From an optimization exercise on the open Yosys and OpenROAD flow, aimed at small area and a short achievable clock period; shortcuts taken in it are not production practice.
Where RTL was checked, it was by simulation tests only, not by an equivalence proof against the original.
Power figures rest on the tool's default switching activity, not on a simulated workload.

// virtual_fabric
module virtual_fabric
#(
  parameter int NUM_PE = 8,
  parameter logic [31:0] L1_MAP  = 32'h2222_2221,
  parameter logic [31:0] DFR_MAP = 32'h0000_0000,
  parameter logic [7:0]  BOOTH_MAP = 8'hff   
) (
  input  logic                  clk,
  input  logic                  rst,
  input  logic                  en,
  input  logic [31:0]                 data_in,    
  output logic [31:0]                 data_out,   
  input  logic                  cfg_req,
  input  logic [21:0]             cfg_wr,     
  output logic                  cfg_ack
);
Size in the first run: ~1600 flip-flops, about 91 I/O pins.
clock: 8.0 ns
lec_check: 0
abc_area: 1
cap_margin: 20
core_margin: 2
core_utilization: 40
cts_buf_list: sky130_fd_sc_hd__clkbuf_4 sky130_fd_sc_hd__clkbuf_8
setup_slack_margin: 4.8
slew_margin: 20
run.sh (not shown) runs the stock make flow with config.mk's settings and CLKGATE_MAP_FILE= SYNTH_SCRIPT=/design/flow/synth_recipe.tcl, a recipe that flattens the netlist after the stock synthesis.
Rerun with:
--- a/flow/config.mk
+++ b/flow/config.mk
@@ -14 +14,2 @@
 export SLEW_MARGIN = 20
+export TNS_END_PERCENT = 10
What happened:
- final area goes down by 4.0%
- final cell count goes down by 1.6%
- routed wire length goes down by 1.2%
- combinational power goes down by about 5%
- global-route usage is about the same

Setup of the baseline:
Another version of the RTL of virtual_fabric (not shown whole).
Size: about 8800 cells after synthesis, roughly 1600 flip-flops, about 91 I/O pins, roughly 93000 um^2 of cells after synthesis.
clock: 8.0 ns
lec_check: 0
cap_margin: 20
core_margin: 2
core_utilization: 40
setup_slack_margin: 4.8
slew_margin: 20
### the baseline -> the candidate
# the baseline
export LEC_CHECK = 0
export CAP_MARGIN = 20
export CORE_MARGIN = 2
export CORE_UTILIZATION = 40
export SETUP_SLACK_MARGIN = 4.8
export SLEW_MARGIN = 20
create_clock -name core_clock -period 8.0 [get_ports {clk}]
# the candidate
export LEC_CHECK = 0
export ABC_AREA = 1
export CAP_MARGIN = 20
export CORE_MARGIN = 2
export CORE_UTILIZATION = 40
export SETUP_SLACK_MARGIN = 4.8
export SLEW_MARGIN = 20
create_clock -name core_clock -period 8.0 [get_ports {clk}]
[summary]
Maximum clock frequency, the baseline and the candidate: lower on the baseline. Number of non-clock buffers (higher): the candidate. Between the candidate and the baseline, it is the candidate whose final period utilization is lower, by 2.7 points. Diff the baseline -> the candidate | mux contribution to synthesized area | decrease of 11 points. In the candidate the layout-stage area growth over the synthesis result turned out 5.8 points higher than in the baseline. Against the baseline, the candidate reports a first-pass GRT wire length that is higher. Cmp the baseline and the candidate / portion of total power attributed to the clock network / higher: the candidate. For the proportion of synthesized chip area in sequential cells, the candidate came in 0.17 points lower than the baseline did.
No functional check of the RTL was part of any run of this note.

virtual_fabric with an RTL version that a note above also has.
Size: ~12000 cells after synthesis, about 1600 flip-flops, about 91 I/O pins.
clock: 8.0 ns
lec_check: 0
abc_area: 1
cap_margin: 20
core_margin: 2
core_utilization: 40
setup_slack_margin: 4.8
slew_margin: 20
tns_end_percent: 10
Then changed:
TNS_END_PERCENT = 0   (was 10)
- routed wire length falls slightly
- utilization falls by 1.5 points
- setup slack is worse by 0.034 ns
- final area falls by a few percent
- area after synthesis stays the same
- non-clock buffer count falls by 221
- fmax falls slightly
- synthesized cell count is unchanged
Then changed:
SETUP_SLACK_MARGIN = 4.3   (was 4.8)
TNS_END_PERCENT = not set   (was 0)
- sequential share of layout area increases by 0.75 points
- power decreases by 1.0%
- cell area decreases by 2.1%
- routed wire length is about the same
- worst setup slack degrades by 0.23 ns
- fmax decreases by 6.0%
- critical path depth increases by 1
Then changed:
CORE_UTILIZATION = 55   (was 40)
SETUP_SLACK_MARGIN = 4.8   (was 4.3)
Outcome:
- The new run ran to the end with no violations
- cell area increases by a little under a tenth
- worst hold slack stays flat
- synthesized area is unchanged
- synthesized cell count stays the same
- fmax came out higher by a little under a tenth
- wire length goes down by a few percent
- count of clock-buffer cells in the layout is lower by 15
- utilization went up by 23 points

Starting RTL as in the previous note.
make LEC_CHECK=0 ABC_AREA=1 CAP_MARGIN=20 CORE_MARGIN=2 CORE_UTILIZATION=40 CTS_BUF_LIST='sky130_fd_sc_hd__clkbuf_4 sky130_fd_sc_hd__clkbuf_8' SETUP_SLACK_MARGIN=5.0 SLEW_MARGIN=20 TNS_END_PERCENT=5 finish   # period 8.0 ns
The first run passed the timing, design-rule and antenna checks.
==> next run, changes <==
- SETUP_SLACK_MARGIN: 5.0 -> 4.8
- TNS_END_PERCENT: 5 -> 0
=> The changed run finished with timing, DRC and antenna clean; worst setup slack loses 110 ps; final cell count drops by a few percent; via count falls by a few percent; power goes down by a few percent.
==> next run, changes <==
- CTS_BUF_LIST: sky130_fd_sc_hd__clkbuf_4 sky130_fd_sc_hd__clkbuf_8 -> not set
- SETUP_SLACK_MARGIN: 4.8 -> 5.0
- TNS_END_PERCENT: 0 -> not set
- via count increases by 5.6%
- routed wire length rises by 8.7%
- combinational power grows by 32%
==> next run, changes <==
- SETUP_SLACK_MARGIN: 5.0 -> 4.8
Effect: Non-clock buffer count went down by 268. Total power drops by 4.0%. Critical path depth falls by 3. Clock power decreases by 3.7%. Wire length decreases by 5.1%.

## static timing again, ports no longer ideal
The results above use ideal ports. As a check the final layouts listed here were re-extracted and re-timed, cells and wires unchanged.
Step 1 (the two cells are an assumption about what drives the block):
set clk [get_ports {clk}]
set_driving_cell -lib_cell sky130_fd_sc_hd__clkbuf_16 $clk
set_driving_cell -lib_cell sky130_fd_sc_hd__buf_2 [delete_from_list [all_inputs] $clk]
Step 2 times the ports against the registers' clock, not the clock port: input delays grow and output delays shrink by t, the midpoint of the rising clock arrivals with the driver on.
Slacks: no drivers / after step 1 / after step 2; pairs: no drivers / after step 1.
run | t (ns) | slack for setup (ns) | hold slack, ns | slew at the worst register clock pin (ns) | cell pins on the clock port's net
the first run of note 1 | 1.145 | 4.639 / 4.639 / 3.620 | 0.457 / 0.457 / 0.457 | 0.08 / 0.08 | 1
the second run of note 1 | 1.129 | 4.529 / 4.435 / 3.478 | 0.456 / 0.456 / 0.456 | 0.08 / 0.08 | 1
the baseline | 0.930 | 4.243 / 4.243 / 3.885 | 0.444 / 0.444 / 0.444 | 0.07 / 0.07 | 1
the candidate | 0.940 | 4.462 / 4.462 / 3.935 | 0.460 / 0.460 / 0.460 | 0.07 / 0.07 | 1
the first run of note 3 | 0.942 | 4.525 / 4.434 / 3.685 | 0.455 / 0.455 / 0.455 | 0.07 / 0.07 | 1
the second run of note 3 | 0.944 | 4.490 / 4.424 / 3.619 | 0.455 / 0.455 / 0.455 | 0.07 / 0.07 | 1
the third run of note 3 | 0.932 | 4.265 / 4.330 / 3.398 | 0.458 / 0.458 / 0.458 | 0.07 / 0.07 | 1
the fourth run of note 3 | 0.929 | 4.560 / 4.560 / 3.872 | 0.459 / 0.459 / 0.459 | 0.07 / 0.07 | 1
the first run of note 4 | 1.150 | 4.649 / 4.625 / 3.578 | 0.457 / 0.457 / 0.457 | 0.07 / 0.07 | 1
the second run of note 4 | 1.125 | 4.538 / 4.516 / 3.476 | 0.458 / 0.458 / 0.458 | 0.08 / 0.08 | 1
the third run of note 4 | 0.945 | 4.592 / 4.592 / 4.118 | 0.459 / 0.459 / 0.459 | 0.07 / 0.07 | 1
the fourth run of note 4 | 0.932 | 4.626 / 4.626 / 3.819 | 0.454 / 0.454 / 0.454 | 0.07 / 0.07 | 1
After both steps every run listed still meets setup and hold. The setup slack of the first run of note 4, which loses most, moves by -0.024 ns with the drivers and by -1.071 ns with both steps.
